Source: an optimization exercise on an open RTL-to-GDS flow (aim: small area). Production flows keep margins and buffers that such runs may drop. Function was checked by simulation only, so behaviour that the tests miss may differ from the original. Power figures rest on the tool's default switching activity, not on a simulated workload.

<file path="design/flow/design.v">
package clk_freq_meter_pkg;
  localparam logic [4:0] ADDR_ID     = 5'd0;
  localparam logic [4:0] ADDR_GATE   = 5'd1;
  localparam logic [4:0] ADDR_STATUS = 5'd2;
  localparam logic [4:0] ADDR_CTRL   = 5'd3;
  localparam logic [31:0] ID_VALUE = 32'h434C_4B46;
endpackage
module clk_freq_meter_chan
#(
  parameter int CW = 13
) (
  input  logic          clk,
  input  logic          reset_n,
  input  logic          clk_meas,
  input  logic          rebase,
  output logic [CW-1:0] cnt_o
);
  logic          s0_q;
  logic [5:1]    sh_q;
  logic          edge_s;
  logic [CW-1:0] cnt_q;
  always_ff @(posedge clk or negedge reset_n) begin
    if (!reset_n) s0_q <= 1'b0;
    else          s0_q <= clk_meas;
  end
  always_ff @(posedge clk) begin
    sh_q  <= {sh_q[4:1], s0_q};
    cnt_q <= (rebase ? {CW{1'b0}} : cnt_q) + CW'(edge_s);
  end
  assign edge_s = sh_q[4] & ~sh_q[5];
  assign cnt_o  = cnt_q;
endmodule
module clk_freq_meter
(
  input  logic        clk,
  input  logic        reset_n,
  input  logic [7:0]  clk_meas,
  input  logic [4:0]  avs_address,
  input  logic        avs_read,
  input  logic        avs_write,
  input  logic [31:0] avs_writedata,
  output logic [31:0] avs_readdata,
  output logic        led_dbg
);
  localparam int CW = 13;
  localparam logic [13:0] TMR_LAST = 14'h0C25;
  localparam logic [2:0] S_ARM0 = 3'd0;
  localparam logic [2:0] S_ARM4 = 3'd4;
  localparam logic [2:0] S_IDLE = 3'd5;
  localparam logic [2:0] S_RUN  = 3'd6;
  logic [2:0]  state_q, state_d;
  logic [13:0] timer_q, timer_d;
  logic        enable_q, enable_d;
  logic        valid_q;
  logic [7:0]  seq_q;
  logic        led_q;
  logic [CW-1:0] cnt_s  [8];
  logic [CW-1:0] freq_q [8];
  logic [CW-1:0] min_q  [8];
  logic [CW-1:0] max_q  [8];
  logic ctrl_wr_s, clear_s, run_s, last_s, gate_done_s, update_s, rebase_s;
  always_comb begin
    ctrl_wr_s   = avs_write && (avs_address == clk_freq_meter_pkg::ADDR_CTRL);
    clear_s     = ctrl_wr_s && avs_writedata[1];
    enable_d    = ctrl_wr_s ? avs_writedata[0] : enable_q;
    run_s       = (state_q == S_RUN);
    last_s      = (timer_q == TMR_LAST);
    gate_done_s = run_s && last_s && enable_d;
    update_s    = gate_done_s && !clear_s;
    rebase_s    = !run_s || gate_done_s;
  end
  for (genvar i = 0; i < 8; i++) begin : g_chan
    clk_freq_meter_chan #(.CW(CW)) u_chan (
      .clk      (clk),
      .reset_n  (reset_n),
      .clk_meas (clk_meas[i]),
      .rebase   (rebase_s),
      .cnt_o    (cnt_s[i])
    );
  end
  always_comb begin
    case (state_q)
      S_ARM4:  state_d = enable_d ? S_RUN : S_IDLE;
      S_IDLE:  state_d = enable_d ? S_RUN : S_IDLE;
      S_RUN:   state_d = enable_d ? S_RUN : S_IDLE;
      default: state_d = state_q + 3'd1;
    endcase
    if (run_s && enable_d && !last_s)
      timer_d = {timer_q[12:0], ~(timer_q[13] ^ timer_q[12])};
    else
      timer_d = 14'd0;
  end
  always_ff @(posedge clk or negedge reset_n) begin
    if (!reset_n) begin
      state_q  <= S_ARM0;
      enable_q <= 1'b1;
      valid_q  <= 1'b0;
      seq_q    <= 8'd0;
      led_q    <= 1'b0;
    end else begin
      state_q  <= state_d;
      enable_q <= enable_d;
      if (clear_s) begin
        valid_q <= 1'b0;
      end else if (update_s) begin
        valid_q <= 1'b1;
        seq_q   <= seq_q + 8'd1;
        led_q   <= ~led_q;
      end
    end
  end
  always_ff @(posedge clk) begin
    timer_q <= timer_d;
  end
  always_ff @(posedge clk) begin
    if (update_s) begin
      for (int i = 0; i < 8; i++) begin
        freq_q[i] <= cnt_s[i];
        if (!valid_q || cnt_s[i] < min_q[i]) min_q[i] <= cnt_s[i];
        if (!valid_q || cnt_s[i] > max_q[i]) max_q[i] <= cnt_s[i];
      end
    end
  end
  logic [15:0] rlo_s, rlo_q;
  logic        rones_s, rones_q;
  logic        rid_s, rid_q;
  logic [2:0]  csel_s;
  always_comb begin
    rlo_s   = 16'h0;
    rones_s = 1'b0;
    rid_s   = 1'b0;
    csel_s  = avs_address[2:0];
    case (avs_address[4:3])
      2'd0: begin
        case (avs_address[2:0])
          3'd0: begin rlo_s = clk_freq_meter_pkg::ID_VALUE[15:0]; rid_s = 1'b1; end
          3'd1: rlo_s = 16'd10000;
          3'd2: rlo_s = {seq_q, 7'd0, valid_q};
          3'd3: rlo_s = {15'd0, enable_q};
          default: rlo_s = 16'h0;
        endcase
      end
      2'd1: rlo_s = valid_q ? 16'(freq_q[csel_s]) : 16'h0;
      2'd2: begin
        rlo_s   = valid_q ? 16'(min_q[csel_s]) : 16'hFFFF;
        rones_s = !valid_q;
      end
      default: rlo_s = valid_q ? 16'(max_q[csel_s]) : 16'h0;
    endcase
  end
  always_ff @(posedge clk or negedge reset_n) begin
    if (!reset_n) begin
      rlo_q   <= 16'h0;
      rones_q <= 1'b0;
      rid_q   <= 1'b0;
    end else if (avs_read) begin
      rlo_q   <= rlo_s;
      rones_q <= rones_s;
      rid_q   <= rid_s;
    end
  end
  assign avs_readdata = {rones_q ? 16'hFFFF : (rid_q ? clk_freq_meter_pkg::ID_VALUE[31:16] : 16'h0), rlo_q};
  assign led_dbg      = led_q;
endmodule
module clk_freq_meter_top (
  input  logic        clk,
  input  logic        reset_n,
  input  logic [7:0]  clk_meas,
  input  logic [4:0]  avs_address,
  input  logic        avs_read,
  input  logic        avs_write,
  input  logic [31:0] avs_writedata,
  output logic [31:0] avs_readdata,
  output logic        led_dbg
);
  clk_freq_meter u_meter (
    .clk           (clk),
    .reset_n       (reset_n),
    .clk_meas      (clk_meas),
    .avs_address   (avs_address),
    .avs_read      (avs_read),
    .avs_write     (avs_write),
    .avs_writedata (avs_writedata),
    .avs_readdata  (avs_readdata),
    .led_dbg       (led_dbg)
  );
endmodule
</file>
<file path="design/flow/run.sh">
#!/bin/bash
# synth_recipe.tcl (not shown) runs the flow's synth.tcl, then flattens the netlist and writes it again
# the make line also repeats each setting of config.mk as NAME=value (left out here)
make -C /OpenROAD-flow-scripts/flow DESIGN_CONFIG=/design/flow/config.mk WORK_HOME=/design/flow/orfs CLKGATE_MAP_FILE= SYNTH_SCRIPT=/design/flow/synth_recipe.tcl finish
</file>
<file path="design/flow/config.mk">
export PLATFORM = sky130hd
export DESIGN_NAME = clk_freq_meter_top
export DESIGN_NICKNAME = clk_freq_meter_top
export VERILOG_FILES = /design/flow/design.v
export SDC_FILE = /design/flow/constraint.sdc
export NUM_CORES = 4
export LEC_CHECK = 0
export CAP_MARGIN = 20
export CORE_MARGIN = 2
export CORE_UTILIZATION = 40
export SLEW_MARGIN = 20
</file>
<file path="design/flow/constraint.sdc">
create_clock -name core_clock -period 7.5 [get_ports {clk}]
set_input_delay 1.5000 -clock core_clock [delete_from_list [all_inputs] [get_ports {clk}]]
set_output_delay 1.5000 -clock core_clock [all_outputs]
set_load 0.01 [all_outputs]
</file>
==> run notes <==
synth unique cells=70; antenna violations before repair=2; Max Slew Vio Count=0; Clock Sink Count=510; Net Sw Frac=0.2513; first-pass GRT wire length=104.3 mm; total global routing overflow=0; WP data arrival=5.53 ns; Critical Path Sink Type=register; Hold Buf Count CTS=0; final setup TNS=0 ns; overall power=6.474 mW; commonest non-fill, non-tap cells in the layout=edfxtp_1 (312), inv_1 (223), ha_1 (221); Clock Latency Late Sink=0.61 ns; met2 GRT Util=0.3439; FF+latch count, synth=510; num rows=91; setup violators final=0; Setup Buffers After CTS=0; HP Class=register to register; root buffer cell=clkbuf_16; Worst EP required=8.00 ns; Area contributors post-synth=edfxtp_1 (38%), dfxtp_1 (13%), ha_1 (11%), dfrtp_1 (3.9%), inv_1 (3.4%); chip height=252.7 um; Initial Utilization=0.4025; GPL Wtd Cong=0.9595; CTS tree=done; Synth Warn #=9; Post-DRT Antenna Nets=0; multi-input logic area=9913 sq um; CP Class=input port to register; total area of sequential cells=13530 sq um; Final period util=0.6715; drt wl/cell=23.65 um; commonest non-fill, non-tap cell in the layout=edfxtp_1; r2r worst-path depth=13; ANT cells=0; vias in the first global route=16270; # nets final=2446; GR Util met3=0.05510; Die Width=252.7 um; port bufs=51; Fmax=198.6 MHz; cells after synthesis=2122; Total Wirelength=71.23 mm; Logic pwr share=0.092; # DRC=0; vias=17000; htree depth=2; ordered list of cells on the worst path=clkdlybuf4s50_1 -> nor2_4 -> nand4_2 -> a21oi_2 -> or2_4 -> nor2_1 -> ha_1 -> ha_1 -> and4_1 -> nand4_1 -> xor2_1 -> nor2_1; CP Launch Type=input port; met1 usage=0.2941; worst slew pin tran=1.030 ns; crit-path max FO=52; clock tree buffer depth=3; clk_skew=0.01478 ns; share of cells above drive strength 1=0.07831; placed insts=2904; largest net degree at the start of global routing=75; ys async rst share=0.07843; core box area=61480 sq um; DRT iter0 DRCs=1641; die area=63880 sq um; pwr dens=232.5 nW/um^2; final hold vios=0; Main synth FF type=edfxtp_1; most used routing layer=met2; Layout area overhead=12.51%; clock power share=0.428; Power Internal=4.847 mW; Net Sw Power=1.627 mW; hold path depth=0; CTS clk-pin slew, worst paths=0.06 ns; DR pass1 iterations=6; reg2reg setup slack=3.66 ns; fin crit period=5.036 ns; cts bufs inserted=55; Synth area leader=edfxtp_1; Non-Filler Instances=3012; num ports=82; Worst Slack Setup Final=2.464 ns; Vias per Instance=5.643; maxcap violations=0; average size of a mapped cell=11.66 sq um; Place WS=1.792 ns; status=timing/DRC/antenna clean; total global-route track usage=0.2236; RSZ-0062 raised after global routing=no; Slew Limit Headroom=0.3108; slowest stage delay, CP=0.80 ns; # fillers=5599; DP HPWL=51.86 mm; Seq pwr share=0.480; top cell type's share of synthesized area=0.3785; Leakage=11.51 nW; Seq/Total Area, Yosys=0.5468; peak supply drop=0.0001647 V; area of the mapped netlist=24750 sq um; Post-CTS Resized=0; Post-synth EDFFs=312; syn nets=2392; slowest library cell on the worst path=a21oi_2
cell families after synthesis:
kind of cell / count (synthesis) / share of synthesized area
AO/OA/AOI/OAI: 376 / 0.1034
adder cells (fa/ha/maj): 221 / 0.1117
buffers and inverters: 305 / 0.05520
flip-flops: 510 / 0.5468
multiplexers: 72 / 0.03872
AND/OR/NAND/NOR: 540 / 0.1094
XOR/XNOR: 98 / 0.03468
cells in the mapped netlist, types with 17 or more instances:
cell type / count
xnor2_1: 38
a21oi_1: 92
o21ai_0: 74
a21o_1: 26
buf_4: 24
nand2_1: 111
and3_1: 46
nand3_1: 40
clkbuf_1: 20
nand4_1: 29
and2_1: 27
buf_2: 21
nor2b_1: 36
dfxtp_1: 158
mux4_2: 17
xor2_1: 60
nor2_1: 174
inv_1: 224
a221oi_1: 51
ha_1: 221
edfxtp_1: 312
mux2i_1: 38
dfrtp_1: 39
critical path, delay by kind of cell:
kind / cells / cell delay, ns
adder cells (fa/ha/maj): 2 / 0.46
AND/OR/NAND/NOR: 7 / 1.84
buffers and inverters: 1 / 0.73
XOR/XNOR: 1 / 0.16
AO/OA/AOI/OAI: 1 / 0.80
worst paths after layout:
path                                                     startpoint                                          to
setup / recovery                                     avs_address[4]  u_meter.g_chan[5].u_chan.cnt_q[10]$_DFF_P_
hold / removal             u_meter.g_chan[4].u_chan.sh_q[2]$_DFF_P_    u_meter.g_chan[4].u_chan.sh_q[3]$_DFF_P_
setup reg to reg                     u_meter.timer_q[12]$_SDFF_PN0_  u_meter.g_chan[5].u_chan.cnt_q[10]$_DFF_P_
hold reg to reg            u_meter.g_chan[4].u_chan.sh_q[2]$_DFF_P_    u_meter.g_chan[4].u_chan.sh_q[3]$_DFF_P_
max in group asynchronous                                   reset_n                u_meter.state_q[0]$_DFF_PN0_
min in group asynchronous                                   reset_n     u_meter.g_chan[7].u_chan.s0_q$_DFF_PN0_
through the flow:
step,instance area [sq um],hold WS (ns),util
floorplan,24750,0.3096,-
CTS,27790,0.3182,0.4520
global placement,25920,0.3098,0.4217
detailed placement,25930,0.3121,0.4218
finish,27850,0.3190,0.4529
global route,27850,0.3242,0.4529
power by group through the flow:
stage / Clock [mW] / Combinational [mW] / Sequential (mW)
2_1_floorplan: 0 / 0.403 / 3.14
3_3_place_gp: 0 / 0.578 / 3.16
3_5_place_dp: 0 / 0.593 / 3.16
4_1_cts: 2.83 / 0.596 / 3.11
5_1_grt: 2.94 / 0.648 / 3.11
6_report: 2.77 / 0.595 / 3.11
metal layers:
metal | share of wire | routed length (um) | up-vias
li1 | - | - | 7785
met1 | 0.43 | 30290 | 8386
met2 | 0.44 | 31380 | 658
met3 | 0.083 | 5889 | 165
met4 | 0.051 | 3607 | 4
met5 | 0.00090 | 64 | -
flip-flops by register name (all words and copies together) (netlist names):
name and cells:
u_meter.enable_q 1, u_meter.freq_q 104, u_meter.g_chan.u_chan.cnt_q 104, u_meter.g_chan.u_chan.s0_q 8
u_meter.g_chan.u_chan.sh_q 40, u_meter.led_q 1, u_meter.max_q 104, u_meter.min_q 104
u_meter.rid_q 1, u_meter.rlo_q 16, u_meter.rones_q 1, u_meter.seq_q 8
u_meter.state_q 3, u_meter.timer_q 14, u_meter.valid_q 1
final cells by class:
cell class,count,area share
timing repair buffer,77,0.02539
tap,790,0.03550
sequential,510,0.4860
clock inverter,21,0.006875
multi-input combinational,1307,0.3560
clock buffer,82,0.05976
inverter,225,0.03042

[separate check: timing with driven ports]
How much do the figures lean on ideal ports? The routed layout below was timed once more, with nothing changed but the port constraints. Step 1, drivers: a clkbuf_16 drives clk and a buf_2 each remaining input, both assumed. Step 2 adds t to the input delays and takes it off the output delays; t is the mean of the earliest and latest rising clock arrival at the registers after step 1. Input paths then give back, and output paths get back, about the clock's delay inside the block. a / b / c = no drivers / after step 1 / after step 2; a / b = the first two.
t (ns): 0.663
setup WS [ns]: 2.464 / 2.498 / 1.836
worst slew at a driven data input, ns: 0.03
pins driven straight from the clock port: 1
After both steps this run still meets setup and hold. The setup slack of this run moves by +0.034 ns with the drivers and by -0.628 ns with both steps.
